What follows belongs to an exercise in optimizing a design on an open flow for small area, a short achievable clock period and few clock cycles per item; a production flow would make more cautious choices.
RTL that was checked went through simulation tests only; none was proved equivalent to the original.
The RTL of runs 2 to 5 was laid out without a check of its function.
Power and IR drop assume default switching activity.

**flow/run.sh**
```bash
#!/bin/bash
# synth_recipe.tcl (not shown) runs the flow's synth.tcl, then flattens the netlist and writes it again
# the make line also repeats each setting of config.mk as NAME=value (left out here)
make -C /OpenROAD-flow-scripts/flow DESIGN_CONFIG=/design/flow/config.mk WORK_HOME=/design/flow/orfs CLKGATE_MAP_FILE= SYNTH_SCRIPT=/design/flow/synth_recipe.tcl finish
```
**flow/config.mk**
```make
export PLATFORM = sky130hd
export DESIGN_NAME = des_top
export DESIGN_NICKNAME = des_top
export VERILOG_FILES = /design/flow/design.v
export SDC_FILE = /design/flow/constraint.sdc
export NUM_CORES = 4
export LEC_CHECK = 0
export CAP_MARGIN = 20
export CORE_MARGIN = 2
export CORE_UTILIZATION = 40
export SLEW_MARGIN = 20
```
**flow/constraint.sdc**
```tcl
create_clock -name core_clock -period 6.5 [get_ports {clk}]
set_input_delay 1.3000 -clock core_clock [delete_from_list [all_inputs] [get_ports {clk}]]
set_output_delay 1.3000 -clock core_clock [all_outputs]
set_load 0.01 [all_outputs]
```
**flow/design.v**
```verilog
package des_tables_pkg;
  typedef logic [63:0] block_t;
  typedef logic [31:0] half_t;
  typedef logic [27:0] cd_t;
  typedef logic [47:0] subkey_t;
  typedef logic [5:0]  sbox_in_t;
  typedef logic [3:0]  nibble_t;
  typedef logic [4:0]  round_t;
  typedef struct packed {
    block_t key;
    block_t block;
    logic   decrypt;
  } des_job_t;
  localparam int N_ROUNDS = 16;
  localparam logic [64*7-1:0] IP_TABLE = {
    7'd58, 7'd50, 7'd42, 7'd34, 7'd26, 7'd18, 7'd10, 7'd2, 7'd60, 7'd52, 7'd44, 7'd36,
    7'd28, 7'd20, 7'd12, 7'd4, 7'd62, 7'd54, 7'd46, 7'd38, 7'd30, 7'd22, 7'd14, 7'd6,
    7'd64, 7'd56, 7'd48, 7'd40, 7'd32, 7'd24, 7'd16, 7'd8, 7'd57, 7'd49, 7'd41, 7'd33,
    7'd25, 7'd17, 7'd9, 7'd1, 7'd59, 7'd51, 7'd43, 7'd35, 7'd27, 7'd19, 7'd11, 7'd3,
    7'd61, 7'd53, 7'd45, 7'd37, 7'd29, 7'd21, 7'd13, 7'd5, 7'd63, 7'd55, 7'd47, 7'd39,
    7'd31, 7'd23, 7'd15, 7'd7
  };
  localparam logic [64*7-1:0] FP_TABLE = {
    7'd40, 7'd8, 7'd48, 7'd16, 7'd56, 7'd24, 7'd64, 7'd32, 7'd39, 7'd7, 7'd47, 7'd15,
    7'd55, 7'd23, 7'd63, 7'd31, 7'd38, 7'd6, 7'd46, 7'd14, 7'd54, 7'd22, 7'd62, 7'd30,
    7'd37, 7'd5, 7'd45, 7'd13, 7'd53, 7'd21, 7'd61, 7'd29, 7'd36, 7'd4, 7'd44, 7'd12,
    7'd52, 7'd20, 7'd60, 7'd28, 7'd35, 7'd3, 7'd43, 7'd11, 7'd51, 7'd19, 7'd59, 7'd27,
    7'd34, 7'd2, 7'd42, 7'd10, 7'd50, 7'd18, 7'd58, 7'd26, 7'd33, 7'd1, 7'd41, 7'd9,
    7'd49, 7'd17, 7'd57, 7'd25
  };
  localparam logic [48*6-1:0] E_TABLE = {
    6'd32, 6'd1, 6'd2, 6'd3, 6'd4, 6'd5, 6'd4, 6'd5, 6'd6, 6'd7, 6'd8, 6'd9,
    6'd8, 6'd9, 6'd10, 6'd11, 6'd12, 6'd13, 6'd12, 6'd13, 6'd14, 6'd15, 6'd16, 6'd17,
    6'd16, 6'd17, 6'd18, 6'd19, 6'd20, 6'd21, 6'd20, 6'd21, 6'd22, 6'd23, 6'd24, 6'd25,
    6'd24, 6'd25, 6'd26, 6'd27, 6'd28, 6'd29, 6'd28, 6'd29, 6'd30, 6'd31, 6'd32, 6'd1
  };
  localparam logic [32*6-1:0] P_TABLE = {
    6'd16, 6'd7, 6'd20, 6'd21, 6'd29, 6'd12, 6'd28, 6'd17, 6'd1, 6'd15, 6'd23, 6'd26,
    6'd5, 6'd18, 6'd31, 6'd10, 6'd2, 6'd8, 6'd24, 6'd14, 6'd32, 6'd27, 6'd3, 6'd9,
    6'd19, 6'd13, 6'd30, 6'd6, 6'd22, 6'd11, 6'd4, 6'd25
  };
  localparam logic [56*7-1:0] PC1_TABLE = {
    7'd57, 7'd49, 7'd41, 7'd33, 7'd25, 7'd17, 7'd9, 7'd1, 7'd58, 7'd50, 7'd42, 7'd34,
    7'd26, 7'd18, 7'd10, 7'd2, 7'd59, 7'd51, 7'd43, 7'd35, 7'd27, 7'd19, 7'd11, 7'd3,
    7'd60, 7'd52, 7'd44, 7'd36, 7'd63, 7'd55, 7'd47, 7'd39, 7'd31, 7'd23, 7'd15, 7'd7,
    7'd62, 7'd54, 7'd46, 7'd38, 7'd30, 7'd22, 7'd14, 7'd6, 7'd61, 7'd53, 7'd45, 7'd37,
    7'd29, 7'd21, 7'd13, 7'd5, 7'd28, 7'd20, 7'd12, 7'd4
  };
  localparam logic [48*6-1:0] PC2_TABLE = {
    6'd14, 6'd17, 6'd11, 6'd24, 6'd1, 6'd5, 6'd3, 6'd28, 6'd15, 6'd6, 6'd21, 6'd10,
    6'd23, 6'd19, 6'd12, 6'd4, 6'd26, 6'd8, 6'd16, 6'd7, 6'd27, 6'd20, 6'd13, 6'd2,
    6'd41, 6'd52, 6'd31, 6'd37, 6'd47, 6'd55, 6'd30, 6'd40, 6'd51, 6'd45, 6'd33, 6'd48,
    6'd44, 6'd49, 6'd39, 6'd56, 6'd34, 6'd53, 6'd46, 6'd42, 6'd50, 6'd36, 6'd29, 6'd32
  };
  localparam logic [16*2-1:0] SHIFT_SCHED = {
    2'd1, 2'd1, 2'd2, 2'd2, 2'd2, 2'd2, 2'd2, 2'd2, 2'd1, 2'd2, 2'd2, 2'd2,
    2'd2, 2'd2, 2'd2, 2'd1
  };
  localparam logic [512*4-1:0] SBOX = {
    4'd14, 4'd0, 4'd4, 4'd15, 4'd13, 4'd7, 4'd1, 4'd4, 4'd2, 4'd14, 4'd15, 4'd2,
    4'd11, 4'd13, 4'd8, 4'd1, 4'd3, 4'd10, 4'd10, 4'd6, 4'd6, 4'd12, 4'd12, 4'd11,
    4'd5, 4'd9, 4'd9, 4'd5, 4'd0, 4'd3, 4'd7, 4'd8, 4'd4, 4'd15, 4'd1, 4'd12,
    4'd14, 4'd8, 4'd8, 4'd2, 4'd13, 4'd4, 4'd6, 4'd9, 4'd2, 4'd1, 4'd11, 4'd7,
    4'd15, 4'd5, 4'd12, 4'd11, 4'd9, 4'd3, 4'd7, 4'd14, 4'd3, 4'd10, 4'd10, 4'd0,
    4'd5, 4'd6, 4'd0, 4'd13, 4'd15, 4'd3, 4'd1, 4'd13, 4'd8, 4'd4, 4'd14, 4'd7,
    4'd6, 4'd15, 4'd11, 4'd2, 4'd3, 4'd8, 4'd4, 4'd14, 4'd9, 4'd12, 4'd7, 4'd0,
    4'd2, 4'd1, 4'd13, 4'd10, 4'd12, 4'd6, 4'd0, 4'd9, 4'd5, 4'd11, 4'd10, 4'd5,
    4'd0, 4'd13, 4'd14, 4'd8, 4'd7, 4'd10, 4'd11, 4'd1, 4'd10, 4'd3, 4'd4, 4'd15,
    4'd13, 4'd4, 4'd1, 4'd2, 4'd5, 4'd11, 4'd8, 4'd6, 4'd12, 4'd7, 4'd6, 4'd12,
    4'd9, 4'd0, 4'd3, 4'd5, 4'd2, 4'd14, 4'd15, 4'd9, 4'd10, 4'd13, 4'd0, 4'd7,
    4'd9, 4'd0, 4'd14, 4'd9, 4'd6, 4'd3, 4'd3, 4'd4, 4'd15, 4'd6, 4'd5, 4'd10,
    4'd1, 4'd2, 4'd13, 4'd8, 4'd12, 4'd5, 4'd7, 4'd14, 4'd11, 4'd12, 4'd4, 4'd11,
    4'd2, 4'd15, 4'd8, 4'd1, 4'd13, 4'd1, 4'd6, 4'd10, 4'd4, 4'd13, 4'd9, 4'd0,
    4'd8, 4'd6, 4'd15, 4'd9, 4'd3, 4'd8, 4'd0, 4'd7, 4'd11, 4'd4, 4'd1, 4'd15,
    4'd2, 4'd14, 4'd12, 4'd3, 4'd5, 4'd11, 4'd10, 4'd5, 4'd14, 4'd2, 4'd7, 4'd12,
    4'd7, 4'd13, 4'd13, 4'd8, 4'd14, 4'd11, 4'd3, 4'd5, 4'd0, 4'd6, 4'd6, 4'd15,
    4'd9, 4'd0, 4'd10, 4'd3, 4'd1, 4'd4, 4'd2, 4'd7, 4'd8, 4'd2, 4'd5, 4'd12,
    4'd11, 4'd1, 4'd12, 4'd10, 4'd4, 4'd14, 4'd15, 4'd9, 4'd10, 4'd3, 4'd6, 4'd15,
    4'd9, 4'd0, 4'd0, 4'd6, 4'd12, 4'd10, 4'd11, 4'd1, 4'd7, 4'd13, 4'd13, 4'd8,
    4'd15, 4'd9, 4'd1, 4'd4, 4'd3, 4'd5, 4'd14, 4'd11, 4'd5, 4'd12, 4'd2, 4'd7,
    4'd8, 4'd2, 4'd4, 4'd14, 4'd2, 4'd14, 4'd12, 4'd11, 4'd4, 4'd2, 4'd1, 4'd12,
    4'd7, 4'd4, 4'd10, 4'd7, 4'd11, 4'd13, 4'd6, 4'd1, 4'd8, 4'd5, 4'd5, 4'd0,
    4'd3, 4'd15, 4'd15, 4'd10, 4'd13, 4'd3, 4'd0, 4'd9, 4'd14, 4'd8, 4'd9, 4'd6,
    4'd4, 4'd11, 4'd2, 4'd8, 4'd1, 4'd12, 4'd11, 4'd7, 4'd10, 4'd1, 4'd13, 4'd14,
    4'd7, 4'd2, 4'd8, 4'd13, 4'd15, 4'd6, 4'd9, 4'd15, 4'd12, 4'd0, 4'd5, 4'd9,
    4'd6, 4'd10, 4'd3, 4'd4, 4'd0, 4'd5, 4'd14, 4'd3, 4'd12, 4'd10, 4'd1, 4'd15,
    4'd10, 4'd4, 4'd15, 4'd2, 4'd9, 4'd7, 4'd2, 4'd12, 4'd6, 4'd9, 4'd8, 4'd5,
    4'd0, 4'd6, 4'd13, 4'd1, 4'd3, 4'd13, 4'd4, 4'd14, 4'd14, 4'd0, 4'd7, 4'd11,
    4'd5, 4'd3, 4'd11, 4'd8, 4'd9, 4'd4, 4'd14, 4'd3, 4'd15, 4'd2, 4'd5, 4'd12,
    4'd2, 4'd9, 4'd8, 4'd5, 4'd12, 4'd15, 4'd3, 4'd10, 4'd7, 4'd11, 4'd0, 4'd14,
    4'd4, 4'd1, 4'd10, 4'd7, 4'd1, 4'd6, 4'd13, 4'd0, 4'd11, 4'd8, 4'd6, 4'd13,
    4'd4, 4'd13, 4'd11, 4'd0, 4'd2, 4'd11, 4'd14, 4'd7, 4'd15, 4'd4, 4'd0, 4'd9,
    4'd8, 4'd1, 4'd13, 4'd10, 4'd3, 4'd14, 4'd12, 4'd3, 4'd9, 4'd5, 4'd7, 4'd12,
    4'd5, 4'd2, 4'd10, 4'd15, 4'd6, 4'd8, 4'd1, 4'd6, 4'd1, 4'd6, 4'd4, 4'd11,
    4'd11, 4'd13, 4'd13, 4'd8, 4'd12, 4'd1, 4'd3, 4'd4, 4'd7, 4'd10, 4'd14, 4'd7,
    4'd10, 4'd9, 4'd15, 4'd5, 4'd6, 4'd0, 4'd8, 4'd15, 4'd0, 4'd14, 4'd5, 4'd2,
    4'd9, 4'd3, 4'd2, 4'd12, 4'd13, 4'd1, 4'd2, 4'd15, 4'd8, 4'd13, 4'd4, 4'd8,
    4'd6, 4'd10, 4'd15, 4'd3, 4'd11, 4'd7, 4'd1, 4'd4, 4'd10, 4'd12, 4'd9, 4'd5,
    4'd3, 4'd6, 4'd14, 4'd11, 4'd5, 4'd0, 4'd0, 4'd14, 4'd12, 4'd9, 4'd7, 4'd2,
    4'd7, 4'd2, 4'd11, 4'd1, 4'd4, 4'd14, 4'd1, 4'd7, 4'd9, 4'd4, 4'd12, 4'd10,
    4'd14, 4'd8, 4'd2, 4'd13, 4'd0, 4'd15, 4'd6, 4'd12, 4'd10, 4'd9, 4'd13, 4'd0,
    4'd15, 4'd3, 4'd3, 4'd5, 4'd5, 4'd6, 4'd8, 4'd11
  };
endpackage
package des_bus_pkg;
  typedef logic [2:0]  wb_adr_t;
  typedef logic [31:0] wb_word_t;
  typedef struct packed {
    logic     cyc;
    logic     stb;
    logic     we;
    wb_adr_t  adr;
    wb_word_t dat;
  } wb_req_t;
  typedef struct packed {
    logic     ack;
    wb_word_t dat;
  } wb_rsp_t;
  localparam wb_adr_t ADR_KEY_HI  = 3'd0;
  localparam wb_adr_t ADR_KEY_LO  = 3'd1;
  localparam wb_adr_t ADR_DATA_HI = 3'd2;
  localparam wb_adr_t ADR_DATA_LO = 3'd3;
  localparam wb_adr_t ADR_CTRL    = 3'd4;
  localparam wb_adr_t ADR_STATUS  = 3'd5;
  localparam wb_adr_t ADR_RES_HI  = 3'd6;
  localparam wb_adr_t ADR_RES_LO  = 3'd7;
  localparam int CTRL_START   = 0;
  localparam int CTRL_DECRYPT = 1;
  localparam int STAT_BUSY = 0;
  localparam int STAT_DONE = 1;
endpackage
`timescale 1ns/10ps
module des_key_sched (
  input  logic                    clk,
  input  logic                    idle,
  input  logic                    first,
  input  des_tables_pkg::block_t  key,
  input  logic                    decrypt,
  input  logic                    one,
  output des_tables_pkg::subkey_t subkey
);
  des_tables_pkg::cd_t c_q;
  des_tables_pkg::cd_t d_q;
  des_tables_pkg::cd_t c_nx;
  des_tables_pkg::cd_t d_nx;
  logic [55:0] pc1_out;
  logic [55:0] cd;
  always_comb begin
    for (int j = 0; j < 56; j++) pc1_out[55 - j] = key[64 - int'(des_tables_pkg::PC1_TABLE[(55 - j) * 7 +: 7])];
  end
  always_comb begin
    if (idle) begin
      c_nx = pc1_out[55:28];
      d_nx = pc1_out[27:0];
    end else if (first) begin
      c_nx = decrypt ? c_q : {c_q[26:0], c_q[27]};
      d_nx = decrypt ? d_q : {d_q[26:0], d_q[27]};
    end else if (decrypt) begin
      c_nx = one ? {c_q[0], c_q[27:1]} : {c_q[1:0], c_q[27:2]};
      d_nx = one ? {d_q[0], d_q[27:1]} : {d_q[1:0], d_q[27:2]};
    end else begin
      c_nx = one ? {c_q[26:0], c_q[27]} : {c_q[25:0], c_q[27:26]};
      d_nx = one ? {d_q[26:0], d_q[27]} : {d_q[25:0], d_q[27:26]};
    end
  end
  always_ff @(posedge clk) begin
    c_q <= c_nx;
    d_q <= d_nx;
  end
  assign cd = {c_q, d_q};
  always_comb begin
    for (int j = 0; j < 48; j++) subkey[47 - j] = cd[56 - int'(des_tables_pkg::PC2_TABLE[(47 - j) * 6 +: 6])];
  end
endmodule
`timescale 1ns/10ps
module des_round_f (
  input  des_tables_pkg::half_t   r,
  input  des_tables_pkg::subkey_t subkey,
  output des_tables_pkg::half_t   f_out
);
  des_tables_pkg::subkey_t  expanded;
  des_tables_pkg::subkey_t  mixed;
  des_tables_pkg::half_t    s_out;
  logic [7:0][5:0]          idx;
  always_comb begin
    for (int j = 0; j < 48; j++) expanded[47 - j] = r[32 - int'(des_tables_pkg::E_TABLE[(47 - j) * 6 +: 6])];
  end
  assign mixed = expanded ^ subkey;
  always_comb begin
    for (int i = 0; i < 8; i++) begin
      idx[i] = mixed[47 - 6 * i -: 6];
      s_out[31 - 4 * i -: 4] = des_tables_pkg::SBOX[(511 - (i * 64 + int'(idx[i]))) * 4 +: 4];
    end
  end
  always_comb begin
    for (int j = 0; j < 32; j++) f_out[31 - j] = s_out[32 - int'(des_tables_pkg::P_TABLE[(31 - j) * 6 +: 6])];
  end
endmodule
`timescale 1ns/10ps
module des_engine (
  input  logic                     clk,
  input  logic                     rst,
  input  logic                     start,
  input  logic                     decrypt,
  input  des_tables_pkg::des_job_t job,
  output des_tables_pkg::block_t   result,
  output logic                     running,
  output logic                     busy,
  output logic                     done
);
  logic        run_q;
  logic        done_q;
  logic        valid_q;
  logic [3:0]  cnt_q;
  des_tables_pkg::half_t   l_q;
  des_tables_pkg::half_t   r_q;
  des_tables_pkg::half_t   f_val;
  des_tables_pkg::subkey_t subkey;
  des_tables_pkg::block_t  ip_out;
  des_tables_pkg::block_t  preout;
  des_tables_pkg::block_t  fp_out;
  logic        near_end;
  logic        one;
  assign running  = run_q;
  assign near_end = (cnt_q[3:1] == 3'b111);
  assign busy     = run_q && !near_end;
  assign done     = done_q || (run_q && near_end);
  assign one      = (cnt_q == 4'd0) || (cnt_q == 4'd7) || (cnt_q == 4'd14);
  des_key_sched key_sched_inst (
    .clk     (clk),
    .idle    (!run_q && !start),
    .first   (start),
    .key     (job.key),
    .decrypt (decrypt),
    .one     (one),
    .subkey  (subkey)
  );
  des_round_f round_f_inst (
    .r      (r_q),
    .subkey (subkey),
    .f_out  (f_val)
  );
  assign preout = {r_q, l_q};
  always_comb begin
    for (int j = 0; j < 64; j++) begin
      ip_out[63 - j] = job.block[64 - int'(des_tables_pkg::IP_TABLE[(63 - j) * 7 +: 7])];
      fp_out[63 - j] = preout[64 - int'(des_tables_pkg::FP_TABLE[(63 - j) * 7 +: 7])];
    end
  end
  assign result = valid_q ? fp_out : '0;
  always_ff @(posedge clk) begin
    if (start) begin
      l_q <= ip_out[63:32];
      r_q <= ip_out[31:0];
    end else if (run_q) begin
      l_q <= r_q;
      r_q <= l_q ^ f_val;
    end
  end
  always_ff @(posedge clk) begin
    if (start) cnt_q <= '0;
    else if (run_q) cnt_q <= cnt_q + 4'd1;
  end
  always_ff @(posedge clk) begin
    if (rst) begin
      run_q   <= 1'b0;
      done_q  <= 1'b0;
      valid_q <= 1'b0;
    end else if (start) begin
      run_q   <= 1'b1;
      done_q  <= 1'b0;
      valid_q <= 1'b1;
    end else if (run_q && cnt_q == 4'd15) begin
      run_q   <= 1'b0;
      done_q  <= 1'b1;
    end
  end
endmodule
`timescale 1ns/10ps
module des_wb_regs (
  input  logic                     clk,
  input  logic                     rst,
  input  des_bus_pkg::wb_req_t     wb_req,
  output des_bus_pkg::wb_rsp_t     wb_rsp,
  output logic                     start,
  output logic                     job_decrypt,
  output des_tables_pkg::des_job_t job,
  input  des_tables_pkg::block_t   result,
  input  logic                     running,
  input  logic                     busy,
  input  logic                     done
);
  des_bus_pkg::wb_word_t key_hi;
  des_bus_pkg::wb_word_t key_lo;
  des_bus_pkg::wb_word_t data_hi;
  des_bus_pkg::wb_word_t data_lo;
  logic     decrypt_q;
  logic     ack_q;
  des_bus_pkg::wb_word_t dat_q;
  des_bus_pkg::wb_word_t rd_word;
  logic     access;
  logic     wr;
  logic     accept;
  assign access = wb_req.cyc && wb_req.stb && !ack_q;
  assign wr     = access && wb_req.we;
  assign accept = wr && (wb_req.adr == des_bus_pkg::ADR_CTRL) &&
                  wb_req.dat[des_bus_pkg::CTRL_START] && !running;
  always_comb begin
    rd_word = '0;
    case (wb_req.adr)
      des_bus_pkg::ADR_KEY_HI:  rd_word = key_hi;
      des_bus_pkg::ADR_KEY_LO:  rd_word = key_lo;
      des_bus_pkg::ADR_DATA_HI: rd_word = data_hi;
      des_bus_pkg::ADR_DATA_LO: rd_word = data_lo;
      des_bus_pkg::ADR_CTRL:    rd_word[des_bus_pkg::CTRL_DECRYPT] = decrypt_q;
      des_bus_pkg::ADR_STATUS: begin
        rd_word[des_bus_pkg::STAT_BUSY] = busy;
        rd_word[des_bus_pkg::STAT_DONE] = done;
      end
      des_bus_pkg::ADR_RES_HI:  rd_word = result[63:32];
      des_bus_pkg::ADR_RES_LO:  rd_word = result[31:0];
      default:     rd_word = '0;
    endcase
  end
  always_ff @(posedge clk) dat_q <= rd_word;
  always_ff @(posedge clk) begin
    if (accept) job_decrypt <= wb_req.dat[des_bus_pkg::CTRL_DECRYPT];
  end
  always_ff @(posedge clk) begin
    if (rst) begin
      key_hi    <= '0;
      key_lo    <= '0;
      data_hi   <= '0;
      data_lo   <= '0;
      decrypt_q <= 1'b0;
      ack_q     <= 1'b0;
      start     <= 1'b0;
    end else begin
      ack_q <= access;
      start <= accept;
      if (wr) begin
        case (wb_req.adr)
          des_bus_pkg::ADR_KEY_HI:  key_hi  <= wb_req.dat;
          des_bus_pkg::ADR_KEY_LO:  key_lo  <= wb_req.dat;
          des_bus_pkg::ADR_DATA_HI: data_hi <= wb_req.dat;
          des_bus_pkg::ADR_DATA_LO: data_lo <= wb_req.dat;
          des_bus_pkg::ADR_CTRL:    decrypt_q <= wb_req.dat[des_bus_pkg::CTRL_DECRYPT];
          default: ;
        endcase
      end
    end
  end
  assign job.key     = {key_hi, key_lo};
  assign job.block   = {data_hi, data_lo};
  assign job.decrypt = decrypt_q;
  assign wb_rsp.ack = ack_q;
  assign wb_rsp.dat = dat_q;
endmodule
`timescale 1ns/10ps
module des_top (
  input  logic        clk,
  input  logic        rst,
  input  logic        wb_cyc_i,
  input  logic        wb_stb_i,
  input  logic        wb_we_i,
  input  logic [2:0]  wb_adr_i,
  input  logic [31:0] wb_dat_i,
  output logic        wb_ack_o,
  output logic [31:0] wb_dat_o
);
  des_bus_pkg::wb_req_t wb_req;
  des_bus_pkg::wb_rsp_t wb_rsp;
  des_tables_pkg::des_job_t job;
  des_tables_pkg::block_t   result;
  logic     start;
  logic     job_decrypt;
  logic     running;
  logic     busy;
  logic     done;
  assign wb_req   = {wb_cyc_i, wb_stb_i, wb_we_i, wb_adr_i, wb_dat_i};
  assign wb_ack_o = wb_rsp.ack;
  assign wb_dat_o = wb_rsp.dat;
  des_wb_regs wb_regs_inst (
    .clk         (clk),
    .rst         (rst),
    .wb_req      (wb_req),
    .wb_rsp      (wb_rsp),
    .start       (start),
    .job_decrypt (job_decrypt),
    .job         (job),
    .result      (result),
    .running     (running),
    .busy        (busy),
    .done        (done)
  );
  des_engine engine_inst (
    .clk     (clk),
    .rst     (rst),
    .start   (start),
    .decrypt (job_decrypt),
    .job     (job),
    .result  (result),
    .running (running),
    .busy    (busy),
    .done    (done)
  );
endmodule
```
==> results_dict.tcl, run 1 <==
set metrics [dict create \
    status "finished clean" \
    gp_congestion 0.8828 \
    placed_area_um2 21170 \
    clkSinkCount 291 \
    grt_pass1_wl_um 101200 \
    leakage_nw 7.775 \
    clk_pin_slew_ns 0.07 \
    drt_wl_total_um 66810 \
    seq_area_frac_synth 0.3536 \
    arrival_ns 4.38 \
    die_y_um 227.1 \
    critical_path_required_ns 6.90 \
    post_drt_wl_per_cell_um 23.78 \
    cts_hold_buf 0 \
    critPathMostFrequentCell "a21oi_1" \
    cts_root_buf "clkbuf_16" \
    synth_top_area_frac 0.1826 \
    antenna_found_initial 5 \
    crit_chain "xnor2_1 -> clkinv_1 -> ha_1 -> a21oi_1 -> a221oi_1 -> o311ai_1 -> a21oi_1 -> a311oi_1" \
    cts_setup_buffers 0 \
    drive_above_1_share 0.1296 \
    ant_nets 0 \
    grt.total_usage 0.2574 \
    final_cell_area_um2 22210 \
    slowest_stage "xnor2_1" \
    hold_class "reg2reg" \
    vias 17210 \
    setup_viol 0 \
    cts_buffer_depth 3 \
    via_per_inst 6.127 \
    ctsResizeCount 0 \
    core_um2 49050 \
    dieArea_um2 51550 \
    synth-async-reset-ratio 0 \
    ys_types 75 \
    end_kind "register" \
    finalHoldViolCount 0 \
    pin_count 73 \
    setup_tns_ns 0 \
    htreeDepth 1 \
    dr.first_iter.drc_count 1730 \
    drc_errors 0 \
    postSynthAreaPerCell_um2 9.286 \
    peakVddDrop_v 0.0002264 \
    n_antenna_cell 0 \
    nNetsFinal 2221 \
    final_cell_mix "380 x nand2_1, 193 x a21oi_1, 168 x dfxtp_1" \
    fmax_mhz 251.3 \
    dp_slack_ns 2.430 \
    grt_overflow 0 \
    die_w_um 227.1 \
    max-cap-violations 0 \
    syn-cell-area_um2 19900 \
    skew_ns 0.01166 \
    clk-insertion-delay-late_ns 0.58 \
    cts_made_buffers 30 \
    synth-edff-count 121 \
    synth_area_leaders "edfxtp_1 18%, dfxtp_1 17%, mux4_2 11%, mux2i_1 7.4%, nand2_1 7.2%" \
    synth_ff_type "dfxtp_1" \
    first_pass_iters 6 \
    initial_core_util 0.4057 \
    hpwl_um 46160 \
    worst_slack_ns 2.520 \
    period_share 0.6122 \
    critPathMaxStageDelay_ns 0.90 \
    syn-num-nets 2243 \
    max_slew_margin 0.2307 \
    slew_viol_final 0 \
    yosysWarnings 4 \
    netlist_instances 2143 \
    cts_tree "done" \
    ys_seq_elements 291 \
    finalCriticalPeriod_ns 3.980 \
    grt_pass1_vias 16220 \
    rsz0062_at_grt "no" \
    power_density_nw_per_um2 185.2 \
    yosysTopAreaCell "edfxtp_1" \
    cp_max_fo 12 \
    area_growth_syn_to_layout_pct 11.60 \
    start_kind "register" \
    rows 81 \
    path_class "reg2reg" \
    grt_max_degree 205 \
    portBuffers 72 \
    mostFrequentLayoutCell "nand2_1" \
    tightestPinTransition_ns 1.154 \
]
-- through the flow --
step | hold slack [ns] | power, mW | std cells | utilization
3_5_place_dp | 0.4278 | 2.378 | 2752 | 0.4315
5_1_grt | 0.4710 | 4.223 | 2809 | 0.4528
3_3_place_gp | 0.4297 | 2.375 | 2752 | 0.4315
2_1_floorplan | 0.4357 | 2.230 | 2143 | -
4_1_cts | 0.4470 | 4.116 | 2808 | 0.4519
6_report | 0.4444 | 4.113 | 2809 | 0.4528
-- where the power goes --
part | internal (mW) | leakage (nW) | total (mW) | switching (mW)
Combinational | 0.168 | 4.61 | 0.406 | 0.237
Clock | 1.00 | 0.508 | 1.77 | 0.764
Sequential | 1.91 | 2.65 | 1.94 | 0.0254
Total | 3.09 | 7.78 | 4.11 | 1.03
-- routing by layer --
layer  vias to the layer above  global-route usage  part of all wire
li1                       7796                   -                 -
met1                      8457              0.3516              0.42
met2                       811              0.3930              0.45
met3                       142             0.05898             0.097
met4                         6              0.1067             0.040
met5                         -                   0           0.00052
-- worst max-delay path, delay by kind of cell (launching register included) --
| family | cells | cell delay [ns] |
|---|---|---|
| AOI/OAI and AO/OA | 5 | 1.29 |
| xor gates and xnor gates | 1 | 0.90 |
| adders and majority gates | 1 | 0.46 |
| buffers and inverters | 1 | 0.55 |
| DFF | 1 | 0.60 |
-- synth_stat cells, drive strengths merged (23+ instances only) --
master	instances
nor3	30
xnor2	54
nor3b	23
mux2i	147
inv	52
nand3	28
buf	32
a21oi	193
nor2	139
clkbuf	138
dfxtp	170
o21ai	103
mux4	97
mux2	49
ha	60
a211oi	60
o211ai	28
edfxtp	121
a22o	33
nand2	381
xor2	51
-- area by class of cell --
class / count / area (µm²)
fill: 4727 / 26840
timing repair buffer: 116 / 1050
inverter: 56 / 212.7
clock inverter: 14 / 102.6
sequential: 291 / 7044
tap: 664 / 830.8
clock buffer: 42 / 898.4
multi-input combinational: 1626 / 12070
-- worst paths after layout --
path                             from  depth (start not counted)  slack (ns)             endpoint
hold / removal     wb_regs_inst.ack_q                          1        0.44   wb_regs_inst.ack_q
setup / recovery  engine_inst.r_q[15]                          8        2.52  engine_inst.r_q[31]
setup reg to reg  engine_inst.r_q[15]                          8        2.52  engine_inst.r_q[31]
hold reg to reg    wb_regs_inst.ack_q                          1        0.44   wb_regs_inst.ack_q
-- registers in the layout, indices dropped and copies added, names as in the netlist, 4 cells and up --
register	flops
wb_regs_inst.dat_q	32
wb_regs_inst.data_hi	32
engine_inst.r_q	32
wb_regs_inst.key_hi	32
engine_inst.l_q	32
engine_inst.key_sched_inst.d_q	28
wb_regs_inst.key_lo	32
engine_inst.cnt_q	4
wb_regs_inst.data_lo	32
engine_inst.key_sched_inst.c_q	28
-- cells by family after synthesis --
family                     Yosys count  synth area share
adders and majority gates           60           0.03772
xor gates and xnor gates           106           0.05093
and+or+nand+nor                    648            0.1368
muxes                              293            0.2120
buffers and inverters              226           0.04370
DFF                                291            0.3536
AOI/OAI and AO/OA                  519            0.1652
Testbench counts, summed over its fixed seeds: cycles 8,512, items 384.
==> inputs of run 2 (changes only) <==
--- a/flow/design.v
+++ b/flow/design.v
@@ -148,19 +148,20 @@
   always_comb begin
     for (int j = 0; j < 56; j++) pc1_out[55 - j] = key[64 - int'(des_tables_pkg::PC1_TABLE[(55 - j) * 7 +: 7])];
   end
+  logic left;
+  logic by1;
+  assign left = first || !decrypt;
+  assign by1  = first ? decrypt : one;
   always_comb begin
     if (idle) begin
-      c_nx = pc1_out[55:28];
-      d_nx = pc1_out[27:0];
-    end else if (first) begin
-      c_nx = decrypt ? c_q : {c_q[26:0], c_q[27]};
-      d_nx = decrypt ? d_q : {d_q[26:0], d_q[27]};
-    end else if (decrypt) begin
-      c_nx = one ? {c_q[0], c_q[27:1]} : {c_q[1:0], c_q[27:2]};
-      d_nx = one ? {d_q[0], d_q[27:1]} : {d_q[1:0], d_q[27:2]};
+      c_nx = {pc1_out[28], pc1_out[55:29]};
+      d_nx = {pc1_out[0], pc1_out[27:1]};
+    end else if (left) begin
+      c_nx = by1 ? {c_q[26:0], c_q[27]} : {c_q[25:0], c_q[27:26]};
+      d_nx = by1 ? {d_q[26:0], d_q[27]} : {d_q[25:0], d_q[27:26]};
     end else begin
-      c_nx = one ? {c_q[26:0], c_q[27]} : {c_q[25:0], c_q[27:26]};
-      d_nx = one ? {d_q[26:0], d_q[27]} : {d_q[25:0], d_q[27:26]};
+      c_nx = by1 ? {c_q[0], c_q[27:1]} : {c_q[1:0], c_q[27:2]};
+      d_nx = by1 ? {d_q[0], d_q[27:1]} : {d_q[1:0], d_q[27:2]};
     end
   end
   always_ff @(posedge clk) begin
--- a/flow/config.mk
+++ b/flow/config.mk
@@ -8,4 +8,5 @@
 export CAP_MARGIN = 20
 export CORE_MARGIN = 2
 export CORE_UTILIZATION = 40
+export SETUP_SLACK_MARGIN = 3.8
 export SLEW_MARGIN = 20
==> run 2 against run 1 <==
Fmax increased by 27%; clock power about the same; still clean on timing, DRC and antenna; via count increased by 5.7%; count of clock-buffer cells in the layout increased by 5; register-to-register slack improved by 0.83 ns; highest routed layer is now met4; clock skew increased by 0.015 ns; worst setup slack improved by 0.83 ns; combinational power increased by about 70%.
==> results_dict.tcl, run 2 <==
set metrics [dict create \
    yosysMostFrequentCell "nand2_1" \
    vias 18190 \
    cts_tree "done" \
    htreeDepth 1 \
    dpl.cell_count 2801 \
    portBuffers 72 \
    postSynthAreaPerCell_um2 8.200 \
    path_class "reg2reg" \
    setup_viol 0 \
    first_pass_iters 5 \
    clk-insertion-delay-late_ns 0.60 \
    crit_chain "xor2_4 -> inv_4 -> ha_4 -> or2_4 -> mux4_2 -> mux4_2 -> xor2_4 -> mux2_4" \
    fillCellCount 4267 \
    synth-async-reset-ratio 0 \
    initial_core_util 0.4064 \
    ant_nets 0 \
    post_drt_wl_per_cell_um 23.36 \
    synth_area_leaders "dfxtp_1 24%, edfxtp_1 11%, nand2_1 6.8%, nor2_1 6.7%, a21oi_1 5.0%" \
    tightestPinTransition_ns 1.144 \
    nNetsFinal 2447 \
    max-cap-violations 0 \
    leakage_nw 8.442 \
    status "finished clean" \
    total_power_mw 4.325 \
    core_um2 45580 \
    fmax_mhz 318.0 \
    syn-num-nets 2359 \
    critical_path_required_ns 6.83 \
    power_density_nw_per_um2 188.6 \
    slowest_stage "mux4_2" \
    cts_root_buf "clkbuf_16" \
    ys_top_cells_by_count "334 x nand2_1, 331 x nor2_1, 226 x dfxtp_1" \
    skew_ns 0.02693 \
    grt_max_degree 94 \
    gp_congestion 0.9012 \
    dr.first_iter.drc_count 2030 \
    area_growth_syn_to_layout_pct 23.80 \
    setup_tns_ns 0 \
    drive_above_1_share 0.1890 \
    seq_area_frac_synth 0.3496 \
    final_cell_mix "330 x nand2_1, 325 x nor2_1, 223 x dfxtp_1" \
    end_kind "register" \
    mostFrequentLayoutCell "nand2_1" \
    n_antenna_cell 0 \
    grt_pass1_wl_um 103100 \
    final_cell_area_um2 22930 \
    via_per_inst 6.123 \
    drc_errors 0 \
    antenna_found_initial 0 \
    finalCriticalPeriod_ns 3.145 \
    start_kind "register" \
    ys_types 78 \
    syn-cell-area_um2 18520 \
    hpwl_um 46540 \
    rsz0062_at_grt "yes" \
    clkSinkCount 291 \
    rows 78 \
    hold_class "reg2reg" \
    period_share 0.4838 \
    clk_pin_slew_ns 0.07 \
    dieArea_um2 48040 \
    peakVddDrop_v 0.0002075 \
    netlist_instances 2259 \
    synth_ff_type "dfxtp_1" \
    pin_count 73 \
    yosysTopAreaCell "dfxtp_1" \
    critPathMaxStageDelay_ns 0.58 \
    final_cells 2970 \
    drt_wl_total_um 69370 \
    cts_made_buffers 29 \
    hold_ws_ns 0.4352 \
    max_slew_margin 0.2375 \
    grt_pass1_vias 16430 \
    ys_seq_elements 291 \
    finalHoldViolCount 0 \
    slew_viol_final 0 \
    yosysWarnings 4 \
    grt.total_usage 0.2797 \
    placed_area_um2 19840 \
    grt_overflow 0 \
    die_w_um 219.2 \
    arrival_ns 3.48 \
    die_y_um 219.2 \
    cts_buffer_depth 3 \
    synth-edff-count 65 \
    cp_max_fo 4 \
    synth_top_area_frac 0.2443 \
]
[run 2: path summary, 6_finish.rpt]
kind                                         start  slack [ns]  cells after the start                   to
worst max-delay path            engine_inst.r_q[8]        3.36                      8  engine_inst.r_q[21]
worst max register to register  engine_inst.r_q[8]        3.36                      8  engine_inst.r_q[21]
worst min register to register  wb_regs_inst.ack_q        0.44                      1   wb_regs_inst.ack_q
worst min-delay path            wb_regs_inst.ack_q        0.44                      1   wb_regs_inst.ack_q
[run 2: final cells by class]
type / count / area (µm²) / area share
Timing Repair Buffer: 224 / 2003 / 0.08736
Clock buffer: 47 / 895.9 / 0.03907
Tap cell: 600 / 750.7 / 0.03274
Multi-Input combinational cell: 1748 / 12480 / 0.5443
Sequential cell: 291 / 6482 / 0.2827
Inverter: 53 / 242.7 / 0.01059
Clock inverter: 7 / 75.07 / 0.003274
[run 2: metrics by stage]
| stage | worst slack [ns] | util |
|---|---|---|
| detailed placement | 2.634 | 0.4354 |
| finish | 3.355 | 0.5031 |
| floorplan | 3.539 | - |
| CTS | 3.316 | 0.4887 |
| global placement | 2.653 | 0.4351 |
| global route | 3.315 | 0.5031 |
[run 2: cell families after synthesis]
| family | share of synthesized area |
|---|---|
| AOI/OAI and AO/OA | 0.1740 |
| buffers and inverters | 0.04492 |
| muxes | 0.1198 |
| and+or+nand+nor | 0.2166 |
| xor gates and xnor gates | 0.05451 |
| adders and majority gates | 0.04053 |
| DFF | 0.3496 |
[run 2: what timing repair did]
item,CTS,global route
pin swaps,41,42
endpoints found under the setup margin,282,178
endpoints found under the hold margin,0,0
hold buffers,0,0
resized for setup,177,99
setup buffers,88,27
[run 2: layer usage]
layer | vias to the layer above | part of all wire | GRT usage
met5 | - | 0 | 0
met4 | 0 | 0.027 | 0.08131
met3 | 102 | 0.10 | 0.04851
met2 | 984 | 0.45 | 0.4307
met1 | 8838 | 0.42 | 0.4003
li1 | 8262 | - | -
[run 2: worst max-delay path, delay by kind of cell, from the launching register on]
| family | cells | cell delay (ns) |
|---|---|---|
| muxes | 3 | 1.31 |
| DFF | 1 | 0.55 |
| xor gates and xnor gates | 2 | 0.53 |
| and+or+nand+nor | 1 | 0.25 |
| adders and majority gates | 1 | 0.17 |
| buffers and inverters | 1 | 0.06 |
[run 2: power breakdown]
group          switching [mW]  internal [mW]  leakage [nW]  total, mW
registers              0.0286           1.87          2.42       1.90
clock network           0.754          0.984         0.480       1.74
logic                   0.425          0.265          5.55      0.690
total                    1.21           3.12          8.44       4.32
==> inputs of run 3 (changes only) <==
--- a/flow/config.mk
+++ b/flow/config.mk
@@ -5,6 +5,7 @@
 export SDC_FILE = /design/flow/constraint.sdc
 export NUM_CORES = 4
 export LEC_CHECK = 0
+export ABC_CLOCK_PERIOD_IN_PS = 2700
 export CAP_MARGIN = 20
 export CORE_MARGIN = 2
 export CORE_UTILIZATION = 40
==> run 3 against run 2 <==
Critical path type unchanged; sequential share of layout area is the same; highest routed layer unchanged; routed wire length is the same; largest cell class unchanged; still clean; clock skew is the same.
==> results_dict.tcl, run 3 <==
set metrics [dict create \
    status "finished clean" \
    syn-cell-area_um2 18520 \
    finalHoldViolCount 0 \
    pin_count 73 \
    cp_max_fo 4 \
    clkSinkCount 291 \
    yosysTopAreaCell "dfxtp_1" \
    cts_root_buf "clkbuf_16" \
    area_growth_syn_to_layout_pct 23.80 \
    cts_hold_buf 0 \
    synth_ff_type "dfxtp_1" \
    ys_types 78 \
    arrival_ns 3.48 \
    mostFrequentLayoutCell "nand2_1" \
    setup_tns_ns 0 \
    yosysWarnings 4 \
    antenna_found_initial 0 \
    top_layer "met4" \
    path_class "reg2reg" \
    nNetsFinal 2447 \
    start_kind "register" \
    power_density_nw_per_um2 188.6 \
    final_cell_mix "330 x nand2_1, 325 x nor2_1, 223 x dfxtp_1" \
    rsz0062_at_grt "yes" \
    grt_max_degree 94 \
    dieArea_um2 48040 \
    grt_pass1_wl_um 103100 \
    gp_congestion 0.9012 \
    cts_made_buffers 29 \
    clk-insertion-delay-late_ns 0.60 \
    hpwl_um 46540 \
    n_antenna_cell 0 \
    tightestPinTransition_ns 1.144 \
    yosysMostFrequentCell "nand2_1" \
    htreeDepth 1 \
    hold_ws_ns 0.4352 \
    rows 78 \
    via_per_inst 6.123 \
    drive_above_1_share 0.1890 \
    slew_viol_final 0 \
    fmax_mhz 318.0 \
    die_w_um 219.2 \
    max-cap-violations 0 \
    die_y_um 219.2 \
    portBuffers 72 \
    seq_area_frac_synth 0.3496 \
    grt_pass1_vias 16430 \
    period_share 0.4838 \
    first_pass_iters 5 \
    drc_errors 0 \
    drt_wl_total_um 69370 \
    wl_met2_um 31360 \
    critical_path_required_ns 6.83 \
    finalCriticalPeriod_ns 3.145 \
    leakage_nw 8.442 \
    setup_viol 0 \
    dr_wl_met3_um 6973 \
    skew_ns 0.02693 \
    end_kind "register" \
    clk_pin_slew_ns 0.07 \
    max_slew_margin 0.2375 \
    total_power_mw 4.325 \
    hold_class "reg2reg" \
    dpl.cell_count 2801 \
    synth_area_leaders "dfxtp_1 24%, edfxtp_1 11%, nand2_1 6.8%, nor2_1 6.7%, a21oi_1 5.0%" \
    post_drt_wl_per_cell_um 23.36 \
    synth-async-reset-ratio 0 \
    ant_nets 0 \
    ys_seq_elements 291 \
    synth_top_area_frac 0.2443 \
    syn-num-nets 2359 \
    cts_tree "done" \
    peakVddDrop_v 0.0002075 \
    postSynthAreaPerCell_um2 8.200 \
    dr.first_iter.drc_count 2030 \
    grt.total_usage 0.2797 \
    ys_top_cells_by_count "334 x nand2_1, 331 x nor2_1, 226 x dfxtp_1" \
    core_um2 45580 \
    final_cells 2970 \
    grt_overflow 0 \
    vias 18190 \
    cts_buffer_depth 3 \
    initial_core_util 0.4064 \
    netlist_instances 2259 \
    synth-edff-count 65 \
    met1_length_um 29200 \
]
-- run 3: cell counts in the layout (fill, tap and decap cells not counted) --
Identical to the previous run, type by type.
-- run 3: critical path: stages, from the launching register on --
cell and delay (ns):
edfxtp_1 0.55, xor2_4 0.32, inv_4 0.06, ha_4 0.17
or2_4 0.25, mux4_2 0.46, mux4_2 0.58, xor2_4 0.21
mux2_4 0.27
-- run 3: layer usage --
metal / vias to the layer above / track usage
li1: 8262 / -
met5: - / 0
met1: 8838 / 0.4003
met4: 0 / 0.08131
met2: 984 / 0.4307
met3: 102 / 0.04851
-- run 3: cell type report --
| class | count | area, µm² |
|---|---|---|
| Timing Repair Buffer | 224 | 2003 |
| Multi-Input combinational cell | 1748 | 12480 |
| Clock inverter | 7 | 75.07 |
| Tap cell | 600 | 750.7 |
| Clock buffer | 47 | 895.9 |
| Inverter | 53 | 242.7 |
| Sequential cell | 291 | 6482 |
| Fill cell | 4267 | 22650 |
-- run 3: metrics by stage --
step / setup WS [ns] / instance area (µm²) / utilization
after floorplan: 3.539 / 18690 / -
after global placement: 2.653 / 19830 / 0.4351
after detailed placement: 2.634 / 19840 / 0.4354
after CTS: 3.316 / 22280 / 0.4887
after global routing: 3.315 / 22930 / 0.5031
final: 3.355 / 22930 / 0.5031
-- run 3: final timing paths --
kind,from,endpoint,slack (ns),cells past startpoint
worst max register to register,engine_inst.r_q[8],engine_inst.r_q[21],3.36,8
worst min register to register,wb_regs_inst.ack_q,wb_regs_inst.ack_q,0.44,1
worst min-delay path,wb_regs_inst.ack_q,wb_regs_inst.ack_q,0.44,1
worst max-delay path,engine_inst.r_q[8],engine_inst.r_q[21],3.36,8
-- run 3: kinds of logic after synthesis --
family | Yosys count | share of synthesized area
AOI/OAI and AO/OA | 496 | 0.1740
xor gates and xnor gates | 106 | 0.05451
adders and majority gates | 60 | 0.04053
buffers and inverters | 220 | 0.04492
DFF | 291 | 0.3496
muxes | 169 | 0.1198
and+or+nand+nor | 917 | 0.2166
-- run 3: where the power goes --
part | switching, mW | total, mW | internal, mW
clock network | 0.754 | 1.74 | 0.984
logic | 0.425 | 0.690 | 0.265
registers | 0.0286 | 1.90 | 1.87
total | 1.21 | 4.32 | 3.12
-- run 3: what timing repair did --
action	in CTS	in global routing
resized for setup	177	99
pin swaps	41	42
endpoints found under the setup margin	282	178
setup buffers	88	27
==> inputs of run 4 (changes only) <==
--- a/flow/design.v
+++ b/flow/design.v
@@ -150,20 +150,24 @@
   end
   logic left;
   logic by1;
+  logic s_ld, s_l1, s_l2, s_r1, s_r2;
   assign left = first || !decrypt;
   assign by1  = first ? decrypt : one;
-  always_comb begin
-    if (idle) begin
-      c_nx = {pc1_out[28], pc1_out[55:29]};
-      d_nx = {pc1_out[0], pc1_out[27:1]};
-    end else if (left) begin
-      c_nx = by1 ? {c_q[26:0], c_q[27]} : {c_q[25:0], c_q[27:26]};
-      d_nx = by1 ? {d_q[26:0], d_q[27]} : {d_q[25:0], d_q[27:26]};
-    end else begin
-      c_nx = by1 ? {c_q[0], c_q[27:1]} : {c_q[1:0], c_q[27:2]};
-      d_nx = by1 ? {d_q[0], d_q[27:1]} : {d_q[1:0], d_q[27:2]};
-    end
-  end
+  assign s_ld = idle;
+  assign s_l1 = !idle && left && by1;
+  assign s_l2 = !idle && left && !by1;
+  assign s_r1 = !idle && !left && by1;
+  assign s_r2 = !idle && !left && !by1;
+  assign c_nx = ({28{s_ld}} & {pc1_out[28], pc1_out[55:29]}) |
+                ({28{s_l1}} & {c_q[26:0], c_q[27]}) |
+                ({28{s_l2}} & {c_q[25:0], c_q[27:26]}) |
+                ({28{s_r1}} & {c_q[0], c_q[27:1]}) |
+                ({28{s_r2}} & {c_q[1:0], c_q[27:2]});
+  assign d_nx = ({28{s_ld}} & {pc1_out[0], pc1_out[27:1]}) |
+                ({28{s_l1}} & {d_q[26:0], d_q[27]}) |
+                ({28{s_l2}} & {d_q[25:0], d_q[27:26]}) |
+                ({28{s_r1}} & {d_q[0], d_q[27:1]}) |
+                ({28{s_r2}} & {d_q[1:0], d_q[27:2]});
   always_ff @(posedge clk) begin
     c_q <= c_nx;
     d_q <= d_nx;
@@ -205,6 +209,7 @@
   input  logic                     decrypt,
   input  des_tables_pkg::des_job_t job,
   output des_tables_pkg::block_t   result,
+  output logic                     valid,
   output logic                     running,
   output logic                     busy,
   output logic                     done
@@ -216,6 +221,9 @@
   des_tables_pkg::half_t   l_q;
   des_tables_pkg::half_t   r_q;
   des_tables_pkg::half_t   f_val;
+  des_tables_pkg::half_t   r_base;
+  des_tables_pkg::half_t   l_nx;
+  des_tables_pkg::half_t   r_nx;
   des_tables_pkg::subkey_t subkey;
   des_tables_pkg::block_t  ip_out;
   des_tables_pkg::block_t  preout;
@@ -248,15 +256,14 @@
       fp_out[63 - j] = preout[64 - int'(des_tables_pkg::FP_TABLE[(63 - j) * 7 +: 7])];
     end
   end
-  assign result = valid_q ? fp_out : '0;
+  assign result = fp_out;
+  assign valid  = valid_q;
+  assign r_base = start ? ip_out[31:0] : (run_q ? l_q : r_q);
+  assign l_nx   = start ? ip_out[63:32] : (run_q ? r_q : l_q);
+  assign r_nx   = r_base ^ (f_val & {32{run_q}});
   always_ff @(posedge clk) begin
-    if (start) begin
-      l_q <= ip_out[63:32];
-      r_q <= ip_out[31:0];
-    end else if (run_q) begin
-      l_q <= r_q;
-      r_q <= l_q ^ f_val;
-    end
+    l_q <= l_nx;
+    r_q <= r_nx;
   end
   always_ff @(posedge clk) begin
     if (start) cnt_q <= '0;
@@ -287,6 +294,7 @@
   output logic                     job_decrypt,
   output des_tables_pkg::des_job_t job,
   input  des_tables_pkg::block_t   result,
+  input  logic                     valid,
   input  logic                     running,
   input  logic                     busy,
   input  logic                     done
@@ -299,56 +307,54 @@
   logic     ack_q;
   des_bus_pkg::wb_word_t dat_q;
   des_bus_pkg::wb_word_t rd_word;
+  des_bus_pkg::wb_word_t wdat;
   logic     access;
   logic     wr;
   logic     accept;
+  logic [7:0] sel;
+  logic [7:0] wsel;
   assign access = wb_req.cyc && wb_req.stb && !ack_q;
   assign wr     = access && wb_req.we;
   assign accept = wr && (wb_req.adr == des_bus_pkg::ADR_CTRL) &&
                   wb_req.dat[des_bus_pkg::CTRL_START] && !running;
   always_comb begin
-    rd_word = '0;
-    case (wb_req.adr)
-      des_bus_pkg::ADR_KEY_HI:  rd_word = key_hi;
-      des_bus_pkg::ADR_KEY_LO:  rd_word = key_lo;
-      des_bus_pkg::ADR_DATA_HI: rd_word = data_hi;
-      des_bus_pkg::ADR_DATA_LO: rd_word = data_lo;
-      des_bus_pkg::ADR_CTRL:    rd_word[des_bus_pkg::CTRL_DECRYPT] = decrypt_q;
-      des_bus_pkg::ADR_STATUS: begin
-        rd_word[des_bus_pkg::STAT_BUSY] = busy;
-        rd_word[des_bus_pkg::STAT_DONE] = done;
-      end
-      des_bus_pkg::ADR_RES_HI:  rd_word = result[63:32];
-      des_bus_pkg::ADR_RES_LO:  rd_word = result[31:0];
-      default:     rd_word = '0;
-    endcase
+    for (int a = 0; a < 8; a++) sel[a] = (wb_req.adr == 3'(a));
+  end
+  always_comb begin
+    rd_word = ({32{sel[des_bus_pkg::ADR_KEY_HI]}}  & key_hi) |
+              ({32{sel[des_bus_pkg::ADR_KEY_LO]}}  & key_lo) |
+              ({32{sel[des_bus_pkg::ADR_DATA_HI]}} & data_hi) |
+              ({32{sel[des_bus_pkg::ADR_DATA_LO]}} & data_lo) |
+              ({32{sel[des_bus_pkg::ADR_RES_HI] && valid}} & result[63:32]) |
+              ({32{sel[des_bus_pkg::ADR_RES_LO] && valid}} & result[31:0]);
+    rd_word[des_bus_pkg::CTRL_DECRYPT] = rd_word[des_bus_pkg::CTRL_DECRYPT] |
+                                         (sel[des_bus_pkg::ADR_CTRL] && decrypt_q) |
+                                         (sel[des_bus_pkg::ADR_STATUS] && done);
+    rd_word[des_bus_pkg::STAT_BUSY] = rd_word[des_bus_pkg::STAT_BUSY] |
+                                      (sel[des_bus_pkg::ADR_STATUS] && busy);
   end
   always_ff @(posedge clk) dat_q <= rd_word;
   always_ff @(posedge clk) begin
     if (accept) job_decrypt <= wb_req.dat[des_bus_pkg::CTRL_DECRYPT];
   end
+  assign wdat = rst ? '0 : wb_req.dat;
+  always_comb begin
+    for (int a = 0; a < 8; a++) wsel[a] = rst || (wr && sel[a]);
+  end
+  always_ff @(posedge clk) begin
+    if (wsel[des_bus_pkg::ADR_KEY_HI])  key_hi  <= wdat;
+    if (wsel[des_bus_pkg::ADR_KEY_LO])  key_lo  <= wdat;
+    if (wsel[des_bus_pkg::ADR_DATA_HI]) data_hi <= wdat;
+    if (wsel[des_bus_pkg::ADR_DATA_LO]) data_lo <= wdat;
+    if (wsel[des_bus_pkg::ADR_CTRL])    decrypt_q <= wdat[des_bus_pkg::CTRL_DECRYPT];
+  end
   always_ff @(posedge clk) begin
     if (rst) begin
-      key_hi    <= '0;
-      key_lo    <= '0;
-      data_hi   <= '0;
-      data_lo   <= '0;
-      decrypt_q <= 1'b0;
       ack_q     <= 1'b0;
       start     <= 1'b0;
     end else begin
       ack_q <= access;
       start <= accept;
-      if (wr) begin
-        case (wb_req.adr)
-          des_bus_pkg::ADR_KEY_HI:  key_hi  <= wb_req.dat;
-          des_bus_pkg::ADR_KEY_LO:  key_lo  <= wb_req.dat;
-          des_bus_pkg::ADR_DATA_HI: data_hi <= wb_req.dat;
-          des_bus_pkg::ADR_DATA_LO: data_lo <= wb_req.dat;
-          des_bus_pkg::ADR_CTRL:    decrypt_q <= wb_req.dat[des_bus_pkg::CTRL_DECRYPT];
-          default: ;
-        endcase
-      end
     end
   end
   assign job.key     = {key_hi, key_lo};
@@ -376,6 +382,7 @@
   logic     start;
   logic     job_decrypt;
   logic     running;
+  logic     valid;
   logic     busy;
   logic     done;
   assign wb_req   = {wb_cyc_i, wb_stb_i, wb_we_i, wb_adr_i, wb_dat_i};
@@ -390,6 +397,7 @@
     .job_decrypt (job_decrypt),
     .job         (job),
     .result      (result),
+    .valid       (valid),
     .running     (running),
     .busy        (busy),
     .done        (done)
@@ -401,6 +409,7 @@
     .decrypt (job_decrypt),
     .job     (job),
     .result  (result),
+    .valid   (valid),
     .running (running),
     .busy    (busy),
     .done    (done)
==> flow/config.mk (replaced) <==
export PLATFORM = sky130hd
export DESIGN_NAME = des_top
export DESIGN_NICKNAME = des_top
export VERILOG_FILES = /design/flow/design.v
export SDC_FILE = /design/flow/constraint.sdc
export NUM_CORES = 4
export LEC_CHECK = 0
export CAP_MARGIN = 20
export CORE_MARGIN = 2
export CORE_UTILIZATION = 40
export SETUP_SLACK_MARGIN = 4.0
export SLEW_MARGIN = 20
==> run 4 against run 3 <==
Sequential cell count did not move; utilization rose by 1.9 points; still clean on timing, DRC and antenna; synthesized area fell by 0.88%; first-iteration DRC count fell by 1.5%; total power rose by 120%; sequential share of layout area rose by 3.8 points.
==> results_dict.tcl, run 4 <==
set metrics [dict create \
    status "finished clean" \
    post_drt_wl_per_cell_um 25.23 \
    n_antenna_cell 0 \
    hold_class "reg2reg" \
    yosysWarnings 4 \
    htreeDepth 2 \
    first_pass_iters 6 \
    die_y_um 218.2 \
    cp_max_fo 4 \
    antenna_found_initial 0 \
    drive_above_1_share 0.2766 \
    tightestPinTransition_ns 0.8610 \
    grt.total_usage 0.2608 \
    yosysTopAreaCell "edfxtp_1" \
    cts_buffer_depth 3 \
    arrival_ns 3.09 \
    cts_tree "done" \
    cts_hold_buf 0 \
    grt_overflow 0 \
    postSynthAreaPerCell_um2 10.05 \
    r2r_start "engine_inst.r_q[7]" \
    syn-cell-area_um2 18360 \
    area_growth_syn_to_layout_pct 29.04 \
    core_um2 45380 \
    start_kind "register" \
    via_per_inst 6.259 \
    portBuffers 72 \
    fmax_mhz 367.3 \
    setup_viol 0 \
    synth_top_area_frac 0.2650 \
    slew_viol_final 0 \
    synth_ff_type "edfxtp_1" \
    cts_made_buffers 34 \
    seq_area_frac_synth 0.4056 \
    power_density_nw_per_um2 405.6 \
    r2r_slack_ns 3.78 \
    drc_errors 0 \
    period_share 0.4188 \
    hold-path-endpoint "wb_regs_inst.ack_q" \
    gp_congestion 0.8991 \
    yosysMostFrequentCell "nand2_1" \
    dieArea_um2 47630 \
    worstHoldStart "wb_regs_inst.ack_q" \
    rsz0062_at_grt "yes" \
    hpwl_um 40550 \
    grt_pass1_wl_um 94560 \
    leakage_nw 9.019 \
    synth-edff-count 162 \
    end_kind "register" \
    max-cap-violations 0 \
    final_cell_mix "186 x nand2_1, 162 x edfxtp_1, 139 x buf_4" \
    grt_max_degree 62 \
    reg2reg_to "engine_inst.r_q[21]" \
    rows 78 \
    clk-insertion-delay-late_ns 0.50 \
    die_w_um 218.2 \
    finalHoldViolCount 0 \
    ant_nets 0 \
    vias 16180 \
    peakVddDrop_v 0.0002191 \
    clk_pin_slew_ns 0.06 \
    fillCellCount 3955 \
    mostFrequentLayoutCell "nand2_1" \
    critical_path_required_ns 6.87 \
    nNetsFinal 2061 \
    hold_depth 1 \
    synth_area_leaders "edfxtp_1 26%, dfxtp_1 14%, mux2i_1 6.7%, ha_1 4.1%, nand2_1 3.9%" \
    max_slew_margin 0.4219 \
    pin_count 73 \
    fin_util 0.5221 \
    skew_ns 0.01476 \
    ys_seq_elements 291 \
    cts_root_buf "clkbuf_16" \
    ys_top_cells_by_count "189 x nand2_1, 162 x edfxtp_1, 129 x dfxtp_1" \
    drt_wl_total_um 65210 \
    syn-num-nets 1927 \
    netlist_instances 1827 \
    ff2ff_path_depth 9 \
    finalCriticalPeriod_ns 2.723 \
    synth-async-reset-ratio 0 \
    initial_core_util 0.4046 \
    setup_tns_ns 0 \
    clkSinkCount 291 \
    path_class "reg2reg" \
    grt_pass1_vias 14840 \
    ys_types 72 \
    dr.first_iter.drc_count 2000 \
]
[run 4: cell types whose count changed in the layout (fill, tap and decap cells not counted), sizes merged, moves of 47 or more]
cell,before,now
a21oi,184,61
a221o,1,57
a22oi,2,92
a31oi,71,24
dfxtp,226,129
edfxtp,65,162
nand2,334,189
nor2,331,56
o21ai,36,96
or3,121,3
[run 4: repair_timing]
item | in CTS | in global routing
setup endpoints to repair | 309 | 179
pin swaps | 51 | 87
cloned | 7 | 1
resized for setup | 223 | 150
setup buffers | 79 | 70
[run 4: cell families after synthesis]
kind of cell | share of synthesized area
xor+xnor | 0.06856
compound gates | 0.1985
simple gates | 0.1077
fa+ha+maj | 0.04089
mux | 0.1310
flops | 0.4056
buf+inv | 0.04770
[run 4: worst max path at each step]
stage	slack, ns	startpoint	end	cells past startpoint
3_3_place_gp	2.70	wb_adr_i[0]	wb_regs_inst.data_lo[23]	6
2_1_floorplan	3.87	engine_inst.r_q[7]	engine_inst.r_q[21]	10
3_5_place_dp	2.59	wb_adr_i[0]	wb_regs_inst.data_lo[15]	6
4_1_cts	3.75	engine_inst.r_q[8]	engine_inst.r_q[21]	9
5_1_grt	3.72	engine_inst.r_q[12]	engine_inst.r_q[24]	8
6_report	3.78	engine_inst.r_q[7]	engine_inst.r_q[21]	9
[run 4: metrics by stage]
step           instances  setup WS [ns]  hold slack [ns]  power [mW]  instance area, µm²
2_1_floorplan       1827          3.874           0.4420       5.382               18790
3_3_place_gp        2368          2.696           0.4376       6.273               19740
3_5_place_dp        2368          2.594           0.4423       6.349               19740
4_1_cts             2514          3.754           0.4459       8.883               22400
5_1_grt             2585          3.722           0.4607       10.06               23690
6_report            2585          3.777           0.4497       9.611               23690
[run 4: worst max-delay path: stages, from the launching register on]
cell and delay, ns:
dfxtp_4 0.39, xor2_4 0.25, inv_4 0.09, ha_4 0.18, or2_4 0.24, mux4_2 0.46, mux4_2 0.58, xor2_1 0.18
o22ai_1 0.16, a21oi_1 0.05
[run 4: layout make-up]
cell class	instances	area (µm²)	area share
tap	600	750.7	0.03169
clock buffer	43	905.9	0.03823
multi-input combinational	1328	11640	0.4913
timing repair buffer	252	2346	0.09902
sequential	291	7592	0.3204
clock inverter	17	209.0	0.008819
inverter	53	241.5	0.01019
timing repair inverter	1	7.507	0.0003169
[run 4: power by group]
| part | leakage, nW | internal (mW) | switching (mW) | total (mW) |
|---|---|---|---|---|
| logic | 5.83 | 2.44 | 2.71 | 5.15 |
| clock network | 0.550 | 1.19 | 0.754 | 1.94 |
| registers | 2.64 | 2.18 | 0.349 | 2.53 |
| total | 9.02 | 5.80 | 3.81 | 9.61 |
[run 4: per-layer routing]
layer	track usage	part of all wire
met1	0.3687	0.41
met2	0.4132	0.46
met3	0.03827	0.095
met4	0.07755	0.029
met5	0	0
==> inputs of run 5 (changes only) <==
--- a/flow/config.mk
+++ b/flow/config.mk
@@ -7,6 +7,7 @@
 export LEC_CHECK = 0
 export CAP_MARGIN = 20
 export CORE_MARGIN = 2
-export CORE_UTILIZATION = 40
+export CORE_UTILIZATION = 65
+export CTS_BUF_LIST = sky130_fd_sc_hd__clkbuf_4 sky130_fd_sc_hd__clkbuf_8
 export SETUP_SLACK_MARGIN = 4.0
 export SLEW_MARGIN = 20
==> run 5 against run 4 <==
Critical path depth down 3; design area down 2.6%; die area down 38%; sequential share of layout area up 0.80 points; count of clock-buffer cells in the layout up 34; utilization up 31 points; cell count down 7.8%; synthesized cell count unchanged; clock skew up 0.037 ns; critical path type unchanged; largest cell class unchanged.
==> results_dict.tcl, run 5 <==
set metrics [dict create \
    seq_area_frac_synth 0.4056 \
    critPathMaxStageDelay_ns 0.62 \
    synth_ff_type "edfxtp_1" \
    multi_input_area_um2 11470 \
    synth-edff-count 162 \
    status "finished clean" \
    grt_max_degree 58 \
    hold_ws_ns 0.4417 \
    netlist_instances 1827 \
    cp_max_fo 10 \
    setup_tns_ns 0 \
    cts_tree "done" \
    die_y_um 172.1 \
    drc_errors 0 \
    core_um2 27780 \
    max_slew_margin 0.3983 \
    synth_area_leaders "edfxtp_1 26%, dfxtp_1 14%, mux2i_1 6.7%, ha_1 4.1%, nand2_1 3.9%" \
    clk_pin_slew_ns 0.06 \
    setup_viol 0 \
    syn-cell-area_um2 18360 \
    crit_chain "xnor2_2 -> mux4_2 -> mux4_2 -> xnor2_1 -> o22ai_1 -> a21oi_1" \
    rsz0062_at_grt "yes" \
    dieArea_um2 29610 \
    skew_ns 0.05130 \
    finalHoldViolCount 0 \
    ys_top_cells_by_count "189 x nand2_1, 162 x edfxtp_1, 129 x dfxtp_1" \
    fmax_mhz 356.1 \
    dr.first_iter.drc_count 2522 \
    synth-async-reset-ratio 0 \
    final_cell_mix "187 x nand2_1, 162 x edfxtp_1, 132 x buf_4" \
    cts_root_buf "clkbuf_8" \
    grt_overflow 0 \
    tightestPinTransition_ns 0.9003 \
    fillCellCount 1631 \
    slowest_stage "mux4_2" \
    regArea_um2 7581 \
    hold_class "reg2reg" \
    critPathMostFrequentCell "mux4_2" \
    antenna_found_initial 0 \
    clk-insertion-delay-late_ns 0.58 \
    peakVddDrop_v 0.0003209 \
    portBuffers 72 \
    post_drt_wl_per_cell_um 26.89 \
    vias 16920 \
    drt_wl_total_um 64100 \
    arrival_ns 3.28 \
    path_class "reg2reg" \
    cts_made_buffers 47 \
    yosysTopAreaCell "edfxtp_1" \
    cts_hold_buf 0 \
    first_pass_iters 6 \
    grt_pass1_wl_um 92660 \
    postSynthAreaPerCell_um2 10.05 \
    yosysWarnings 4 \
    ant_nets 0 \
    n_antenna_cell 0 \
    placed_area_um2 19470 \
    synth_top_area_frac 0.2650 \
    ys_seq_elements 291 \
    period_share 0.4321 \
    total_power_mw 9.361 \
    grt.total_usage 0.4152 \
    nNetsFinal 2067 \
    power_density_nw_per_um2 405.6 \
    yosysMostFrequentCell "nand2_1" \
    die_w_um 172.1 \
    final_cell_area_um2 23080 \
    critical_path_required_ns 6.97 \
    hpwl_um 37740 \
    mostFrequentLayoutCell "nand2_1" \
    drive_above_1_share 0.2871 \
    area_growth_syn_to_layout_pct 25.71 \
    rows 61 \
    htreeDepth 2 \
    cp_num_buf_inv 0 \
    ys_types 72 \
    leakage_nw 8.906 \
    max-cap-violations 0 \
    grt_pass1_vias 15660 \
    syn-num-nets 1927 \
    initial_core_util 0.6609 \
    critPathTopFamily "multiplexers" \
    clkSinkCount 291 \
    pin_count 73 \
    via_per_inst 7.096 \
    cts_buffer_depth 3 \
    slew_viol_final 0 \
    gp_congestion 0.9773 \
    end_kind "register" \
    start_kind "register" \
    finalCriticalPeriod_ns 2.808 \
]
[run 5: cell counts after synthesis]
No cell type changed its count.
[run 5: layout make-up]
cell class / count / area share
multi-input cells: 1328 / 0.4970
repair inverters: 2 / 0.0005421
clock inverters: 11 / 0.003415
clock buffers: 77 / 0.04077
repair buffers: 244 / 0.09834
flip-flops and latches: 291 / 0.3285
inverters: 53 / 0.01101
well taps: 378 / 0.02049
[run 5: path summary, 6_finish.rpt]
path	startpoint	endpoint	slack, ns	depth (start not counted)
max	engine_inst.r_q[13]	engine_inst.r_q[24]	3.69	6
min	wb_regs_inst.ack_q	wb_regs_inst.ack_q	0.44	1
max reg2reg	engine_inst.r_q[13]	engine_inst.r_q[24]	3.69	6
min reg2reg	wb_regs_inst.ack_q	wb_regs_inst.ack_q	0.44	1
[run 5: kinds of logic after synthesis]
| logic type | after synthesis | share of synthesized area |
|---|---|---|
| buf+inv | 215 | 0.04770 |
| flops | 291 | 0.4056 |
| simple gates | 431 | 0.1077 |
| fa+ha+maj | 60 | 0.04089 |
| compound gates | 507 | 0.1985 |
| mux | 192 | 0.1310 |
| xor+xnor | 131 | 0.06856 |
[run 5: worst reg2reg max path, delay by kind of cell, from the launching register on]
kind                      cells  cell delay, ns
DFF                           1            0.40
AOI/OAI and AO/OA             2            0.29
xor gates and xnor gates      2            0.80
muxes                         2            1.20
[run 5: power breakdown]
group	leakage [nW]	internal (mW)	total (mW)	switching, mW
clock network	0.540	0.955	1.69	0.735
registers	2.64	2.18	2.51	0.336
logic	5.72	2.35	5.16	2.81
[run 5: metal layers]
layer	vias up	part of all wire	GRT usage
li1	7209	-	-
met1	8094	0.36	0.5433
met2	1359	0.45	0.6473
met3	256	0.13	0.09865
met4	0	0.064	0.2134
met5	-	0	0
[run 5: what timing repair did]
action / 4_1_cts / 5_1_grt
pin swaps: 50 / 50
hold endpoints to repair: 0 / 0
endpoints found under the setup margin: 301 / 249
setup buffers: 83 / 58
cloned: 7 / 2
gates resized for setup: 242 / 124
[run 5: per-stage QoR]
step                      cells    util  worst slack (ns)
after global placement     2145  0.7004             2.695
final                      2384  0.8308             3.692
after detailed placement   2146  0.7009             2.665
after global routing       2384  0.8308             3.648
after floorplan            1827       -             3.874
after CTS                  2324  0.7946             3.732

-- what the ideal ports hide --
The flow's constraints put no driver on any port. The routed layouts listed below were extracted and timed again, unchanged, in two steps. Step 1 sets driving cells, clkbuf_16 on the clock port and buf_2 on the other inputs (assumed; they add their load-dependent delay and slew). Step 2, shift: input delay + t, output delay - t, t = (earliest + latest rising clock arrival at the registers) / 2. This alone moves slack from input paths to output paths. Slacks: ideal ports / drivers / drivers and shift; pairs: ideal ports / drivers.
run | shift t [ns] | setup slack, ns | hold slack, ns
run 1 | 0.627 | 2.520 / 2.520 / 2.375 | 0.444 / 0.444 / 0.444
run 2 | 0.635 | 3.355 / 3.355 / 3.186 | 0.435 / 0.435 / 0.435
run 3 | 0.635 | 3.355 / 3.355 / 3.186 | 0.435 / 0.435 / 0.435
run 4 | 0.548 | 3.777 / 3.777 / 3.505 | 0.450 / 0.450 / 0.450
run 5 | 0.603 | 3.692 / 3.692 / 3.433 | 0.442 / 0.442 / 0.442
After both steps every run listed still meets setup and hold. For run 4, which loses most, drivers alone change the setup slack by 0.000 ns; drivers and shift together by -0.272 ns.
